Background: an optimization exercise with open tools, aiming at small area, a short achievable clock period and few clock cycles per item. Do not read the settings as production practice. Where RTL was checked, it was by simulation tests only, not by an equivalence proof against the original. Power and IR drop assume default switching activity.

Setup of run a:
// muldiv_unit
module muldiv_unit #(
  parameter int XLEN = 32
) (
  input  logic            clk_i,
  input  logic            rst_i,
  input  logic            flush_i,
  input  logic            valid_i,
  output logic            ready_o,
  input  logic [2:0]      op_i,
  input  logic [XLEN-1:0] rs1_i,
  input  logic [XLEN-1:0] rs2_i,
  input  logic [4:0]      rd_addr_i,
  output logic            valid_o,
  input  logic            ready_i,
  output logic [XLEN-1:0] result_o,
  output logic [4:0]      rd_addr_o
);
  localparam logic [2:0] S_IDLE = 3'd0;
  localparam logic [2:0] S_P1   = 3'd1;
  localparam logic [2:0] S_P2   = 3'd2;
  localparam logic [2:0] S_P3   = 3'd3;
  localparam logic [2:0] S_ITER = 3'd4;
  localparam logic [2:0] S_F1   = 3'd5;
  localparam logic [2:0] S_F2   = 3'd6;
  function automatic logic [4:0] msb_pos(input logic [31:0] x);
    logic [15:0] y16;
    logic [7:0]  y8;
    logic [3:0]  y4;
    logic [1:0]  y2;
    logic [4:0]  p;
    p[4] = |x[31:16];
    y16  = p[4] ? x[31:16] : x[15:0];
    p[3] = |y16[15:8];
    y8   = p[3] ? y16[15:8] : y16[7:0];
    p[2] = |y8[7:4];
    y4   = p[2] ? y8[7:4] : y8[3:0];
    p[1] = |y4[3:2];
    y2   = p[1] ? y4[3:2] : y4[1:0];
    p[0] = y2[1];
    msb_pos = p;
  endfunction
  logic [2:0]  state_q;
  logic [2:0]  op_q;
  logic [4:0]  rd_q;
  logic [33:0] r_q;      
  logic [33:0] c_q;      
  logic        ci_q;     
  logic [31:0] m_q;      
  logic [31:0] x_q;      
  logic [4:0]  cnt_q;    
  logic [2:0]  j_q;      
  logic        neg_q;    
  logic        ready_q;
  logic        vo_q;
  logic [31:0] res_q;
  logic [4:0]  rdo_q;
  assign ready_o   = ready_q;
  assign valid_o   = vo_q;
  assign result_o  = res_q;
  assign rd_addr_o = rdo_q;
  logic accept;
  assign accept = valid_i & ready_q & ~flush_i;
  logic is_mul;
  assign is_mul = ~op_q[2];
  logic        sa_en, sb_en, na, nb;
  logic [31:0] abs_a, abs_b;
  always_comb begin
    sa_en = (op_q == 3'd0) | (op_q == 3'd1) | (op_q == 3'd2) | (op_q == 3'd4) | (op_q == 3'd6);
    sb_en = (op_q == 3'd0) | (op_q == 3'd1) | (op_q == 3'd4) | (op_q == 3'd6);
    na    = sa_en & r_q[31];
    nb    = sb_en & m_q[31];
  ...
Size: roughly 2,500 cells after synthesis, about 190 flip-flops, about 120 I/O pins, roughly 23,000 um2 of cells after synthesis.
Settings: LEC_CHECK=0, CAP_MARGIN=20, CORE_MARGIN=2, CORE_UTILIZATION=40, SETUP_SLACK_MARGIN=5, SLEW_MARGIN=20; clock period 12.0 ns.
run.sh (not shown) runs the stock make flow with config.mk's settings and CLKGATE_MAP_FILE= SYNTH_SCRIPT=/design/flow/synth_recipe.tcl, a recipe that flattens the netlist after the stock synthesis.
Run a finished all stages; the layout is clean.
## Diff of input files: run b against run a
- a deleted SETUP_SLACK_MARGIN that had been 5
==> flow/flow/run.sh (new file) <==
#!/bin/bash
set -euo pipefail
export SETUP_SLACK_MARGIN=8
bash standard.sh > standard_flow.log 2>&1
==> flow/standard.sh (new file) <==
#!/bin/bash
# synth_recipe.tcl (not shown) runs the flow's synth.tcl, then flattens the netlist and writes it again
# the make line also repeats each setting of config.mk as NAME=value (left out here)
make -C /OpenROAD-flow-scripts/flow DESIGN_CONFIG=/design/flow/config.mk WORK_HOME=/design/flow/orfs CLKGATE_MAP_FILE= SYNTH_SCRIPT=/design/flow/synth_recipe.tcl "${@:-finish}"
removed: flow/run.sh
==> run notes <==
[run b vs run a] total routing usage reported by global routing: higher in run b. Run b — detailed placement HPWL 2000 um lower, run a as reference. Sort run b and run a by fraction of area in clock buffers and inverters asc -> top: run b.
No run of this note included a check of the RTL's function; only the layout flow was run.

* * *

muldiv_unit, a different RTL version from the one above (not shown whole).
Size: about 3800 cells after synthesis, roughly 120 I/O pins, ~34000 um^2 of cells after synthesis.
==> flow/config.mk <==
export PLATFORM = sky130hd
export DESIGN_NAME = muldiv_unit
export DESIGN_NICKNAME = muldiv_unit
export VERILOG_FILES = /design/flow/design.v
export SDC_FILE = /design/flow/constraint.sdc
export NUM_CORES = 4
export LEC_CHECK = 0
export CAP_MARGIN = 20
export CORE_MARGIN = 2
export CORE_UTILIZATION = 40
export SLEW_MARGIN = 20
export TNS_END_PERCENT = 10
==> flow/constraint.sdc <==
create_clock -name core_clock -period 12.0 [get_ports {clk_i}]
set_input_delay 2.4000 -clock core_clock [delete_from_list [all_inputs] [get_ports {clk_i}]]
set_output_delay 2.4000 -clock core_clock [all_outputs]
set_load 0.01 [all_outputs]
standard.sh (not shown) runs the stock make flow with config.mk's settings and CLKGATE_MAP_FILE= SYNTH_SCRIPT=/design/flow/synth_recipe.tcl, a recipe that flattens the netlist after the stock synthesis.
==> flow/flow/run.sh <==
#!/bin/bash
set -euo pipefail
export SETUP_SLACK_MARGIN=8
bash standard.sh > standard_flow.log 2>&1
Testbench counts at the start, summed over its fixed seeds: cycles 12,459, ops 3,200.
Change:
==> flow/flow/run.sh (replaced) <==
#!/bin/bash
set -euo pipefail
export SETUP_SLACK_MARGIN=6
bash standard.sh > standard_flow.log 2>&1
TNS_END_PERCENT = default   (was 10)
Routed wire length is lower by 7.7%.
Sequential share of layout area went up by 2.1 points.
Global-route usage went down by 1.9 points.
Change:
==> flow/flow/run.sh (replaced) <==
#!/bin/bash
set -euo pipefail
export SETUP_SLACK_MARGIN=7.5
bash standard.sh > standard_flow.log 2>&1
Fmax rose by about 20%.
First-iteration DRC count rose by 7.5%.
Hold slack gains 0.0039 ns.
Count of clock-buffer cells in the layout fell by 6.
Cell area rose by 9.8%.
Clock skew rose by 0.022 ns.
Power rose by about 0.9%.
Worst setup slack gains 0.99 ns.
Wire length rose by 6.8%.
Change:
==> flow/flow/run.sh (replaced) <==
#!/bin/bash
set -euo pipefail
export SETUP_SLACK_MARGIN=7
export BUFFER_PORTS_ARGS="-buffer_cell sky130_fd_sc_hd__buf_1"
bash standard.sh > standard_flow.log 2>&1
CORE_UTILIZATION = 50   (was 40)
After rerunning: Count of clock-buffer cells in the layout grows by 8; utilization increases by 6.7 points; combinational power falls by about a fifth; wire length fell by a few percent; register-to-register slack gets worse by 0.27 ns.
Change:
==> flow/flow/run.sh (replaced) <==
#!/bin/bash
set -euo pipefail
export SETUP_SLACK_MARGIN=8
bash standard.sh > standard_flow.log 2>&1
CORE_UTILIZATION = 40   (was 50)
After rerunning: Final cell count grows by 12%; global-route usage shrinks by 6.1 points; synthesized area stays the same; fmax grows by 7.7%.

* * *

== pepper ==
Starting RTL as in the previous note.
==> flow/config.mk <==
export PLATFORM = sky130hd
export DESIGN_NAME = muldiv_unit
export DESIGN_NICKNAME = muldiv_unit
export VERILOG_FILES = /design/flow/design.v
export SDC_FILE = /design/flow/constraint.sdc
export NUM_CORES = 4
export LEC_CHECK = 0
export CAP_MARGIN = 20
export CORE_MARGIN = 2
export CORE_UTILIZATION = 40
export SLEW_MARGIN = 20
==> flow/constraint.sdc <==
create_clock -name core_clock -period 12.0 [get_ports {clk_i}]
set_input_delay 2.4000 -clock core_clock [delete_from_list [all_inputs] [get_ports {clk_i}]]
set_output_delay 2.4000 -clock core_clock [all_outputs]
set_load 0.01 [all_outputs]
==> flow/flow/run.sh <==
#!/bin/bash
set -euo pipefail
export SETUP_SLACK_MARGIN=7.25
export BUFFER_PORTS_ARGS="-buffer_cell sky130_fd_sc_hd__buf_1"
bash standard.sh > standard_flow.log 2>&1
No stage failed in pepper, and the final checks on the layout all came back clean.
Testbench counts of pepper, summed over its fixed seeds: cycles 12,459, ops 3,200.
What ember does differently from pepper at the input level:
Settings: PLACE_DENSITY now 0.75, previously not set.
==> flow/flow/run.sh <==
#!/bin/bash
set -euo pipefail
export SETUP_SLACK_MARGIN=7
export BUFFER_PORTS_ARGS="-buffer_cell sky130_fd_sc_hd__buf_1"
bash standard.sh > standard_flow.log 2>&1
### Flow results
Diff pepper -> ember | multi-input gate area in the final layout | decrease of 0.86%. ember reports a lower final cell count than pepper does. Wire: ember routes less than pepper. Measured against pepper, the count of clock-buffer cells in the layout of ember comes out at 0.930 times the reference value. Going from pepper to ember, final total power decreased by about 5.5% relative to the old numbers; worst endpoint required time -0.02 ns; number of antenna cells inserted -2.
Inputs modified between ember and fjord:
Settings: removing PLACE_DENSITY (formerly 0.75).
==> flow/flow/run.sh <==
#!/bin/bash
set -euo pipefail
export SETUP_SLACK_MARGIN=7
bash standard.sh > standard_flow.log 2>&1
Results
Per the final summary, fjord finished and its layout is clean on timing, DRC and antenna. ~same portion of netlist area occupied by mux cells in ember and fjord. Comparing ember with fjord, the sequential power came out essentially unchanged. Die area: fjord vs ember — no meaningful difference. Of ember and fjord, ember shows the lower utilization after layout, with fjord above it. Least setup slack across all paths after layout in fjord vs ember: up 0.029 ns. Run comparison: ember launch point of the critical path x_q[3]; fjord launch point of the critical path x_q[2]. ember -> fjord: data required time of the critical path flat. Diff ember and fjord: pre-CTS setup slack lower in ember. The lower register-to-register slack came out of ember. Comparing the two runs side by side, fjord comes out behind ember on global-route wire length before repair. From ember to fjord, initial cell density of the core did not move at all. Highest ir drop seen on vdd on fjord is ahead of ember.
What violet does differently from fjord at the input level:
Settings: TNS_END_PERCENT: unset -> 20.
[summary]
Vias: violet below fjord. The async set or reset register ratio after synthesis on violet is in line with that on fjord. Critical path depth: violet and fjord compared, higher one is violet. violet: all stages complete, timing, DRC and antenna checks passed. Per the comparison of violet with fjord, cell count now sits at about the same level; total power went down; relative area of non-clock buffer cells in the final design went up.
The following lists how raven was set up differently from violet:
Settings: TNS_END_PERCENT removed (was 20).
==> flow/flow/run.sh <==
#!/bin/bash
set -euo pipefail
export SETUP_SLACK_MARGIN=7
export BUFFER_PORTS_ARGS="-buffer_cell sky130_fd_sc_hd__buf_1"
bash standard.sh > standard_flow.log 2>&1
Findings:
- raven vs violet, instance count: raven lower
- In raven the leakage component of the power turned out about 2.6% lower than in violet.
- Per the comparison of raven with violet, global-route wire length before repair saw little to no change, wire length about even, met1 usage -0.18 points.

* * *

muldiv_unit, a different RTL version from the one above (not shown whole).
Size: about 2800 cells after synthesis, about 150 flip-flops, about 120 I/O pins, about 0.022 mm² of cells after synthesis.
export LEC_CHECK = 0
export CAP_MARGIN = 20
export CORE_MARGIN = 2
export CORE_UTILIZATION = 40
export SETUP_SLACK_MARGIN = 5
export SLEW_MARGIN = 20
create_clock -name core_clock -period 12.0 [get_ports {clk_i}]
run.sh (not shown) runs the stock make flow with config.mk's settings and CLKGATE_MAP_FILE= SYNTH_SCRIPT=/design/flow/synth_recipe.tcl, a recipe that flattens the netlist after the stock synthesis.
Stock flow here: none of the scripts above is used.
Testbench counts at the start, summed over its fixed seeds: cycles 21,891, ops 3,200.
Change:
- SETUP_SLACK_MARGIN: 5 -> unset
The changed run ran to the end with no violations.
Global-route usage came out higher by 0.54 points.
Non-clock buffer count came out lower by 103.
Sequential share of layout area came out higher by 1.3 points.
Critical path depth came out lower by 1.
Routed wire length came out lower by 0.42%.
Total power came out lower by 11%.
Final area came out lower by 7.0%.
Clock power came out higher by 11%.
Register-to-register slack got worse by 2.6 ns.
Sequential power came out higher by 4.2%.
Core utilization came out lower by 3.4 points.

## afterwards: timing with drivers on the ports
Ports are ideal in the flow. The routed layouts listed here were re-timed in OpenROAD.
Step 1 (the two cells are an assumption about what drives the block):
set clk [get_ports {clk_i}]
set_driving_cell -lib_cell sky130_fd_sc_hd__clkbuf_16 $clk
set_driving_cell -lib_cell sky130_fd_sc_hd__buf_2 [delete_from_list [all_inputs] $clk]
Step 2 also shifts input and output timing later by t, the mid clock arrival at the registers, as if the neighbouring blocks saw the same clock.
Three values: no drivers, after step 1, after step 2; two values: the first two.
run | t, ns | slack for setup (ns) | pins driven straight from the clock port
run a | 0.583 | 5.440 / 5.440 / 5.440 | 1
run b | 0.578 | 7.336 / 7.336 / 7.336 | 1
the first run of note 2 | 0.629 | 7.246 / 7.246 / 7.024 | 1
the second run of note 2 | 0.637 | 6.272 / 6.272 / 5.803 | 1
the third run of note 2 | 0.627 | 7.265 / 7.265 / 6.874 | 1
the fourth run of note 2 | 0.623 | 6.995 / 6.995 / 6.699 | 1
the fifth run of note 2 | 0.705 | 7.351 / 7.351 / 7.137 | 1
pepper | 0.645 | 7.168 / 7.168 / 6.709 | 1
ember | 0.635 | 7.056 / 7.056 / 6.612 | 1
fjord | 0.630 | 7.085 / 7.085 / 6.569 | 1
violet | 0.627 | 7.020 / 7.020 / 6.492 | 1
raven | 0.640 | 7.056 / 7.056 / 6.549 | 1
the first run of note 4 | 0.567 | 4.787 / 4.787 / 4.787 | 1
the second run of note 4 | 0.568 | 2.158 / 2.158 / 2.158 | 1
After both steps setup and hold are still met in every run listed. For violet, which loses most, drivers alone change the setup slack by 0.000 ns; drivers and shift together by -0.528 ns.
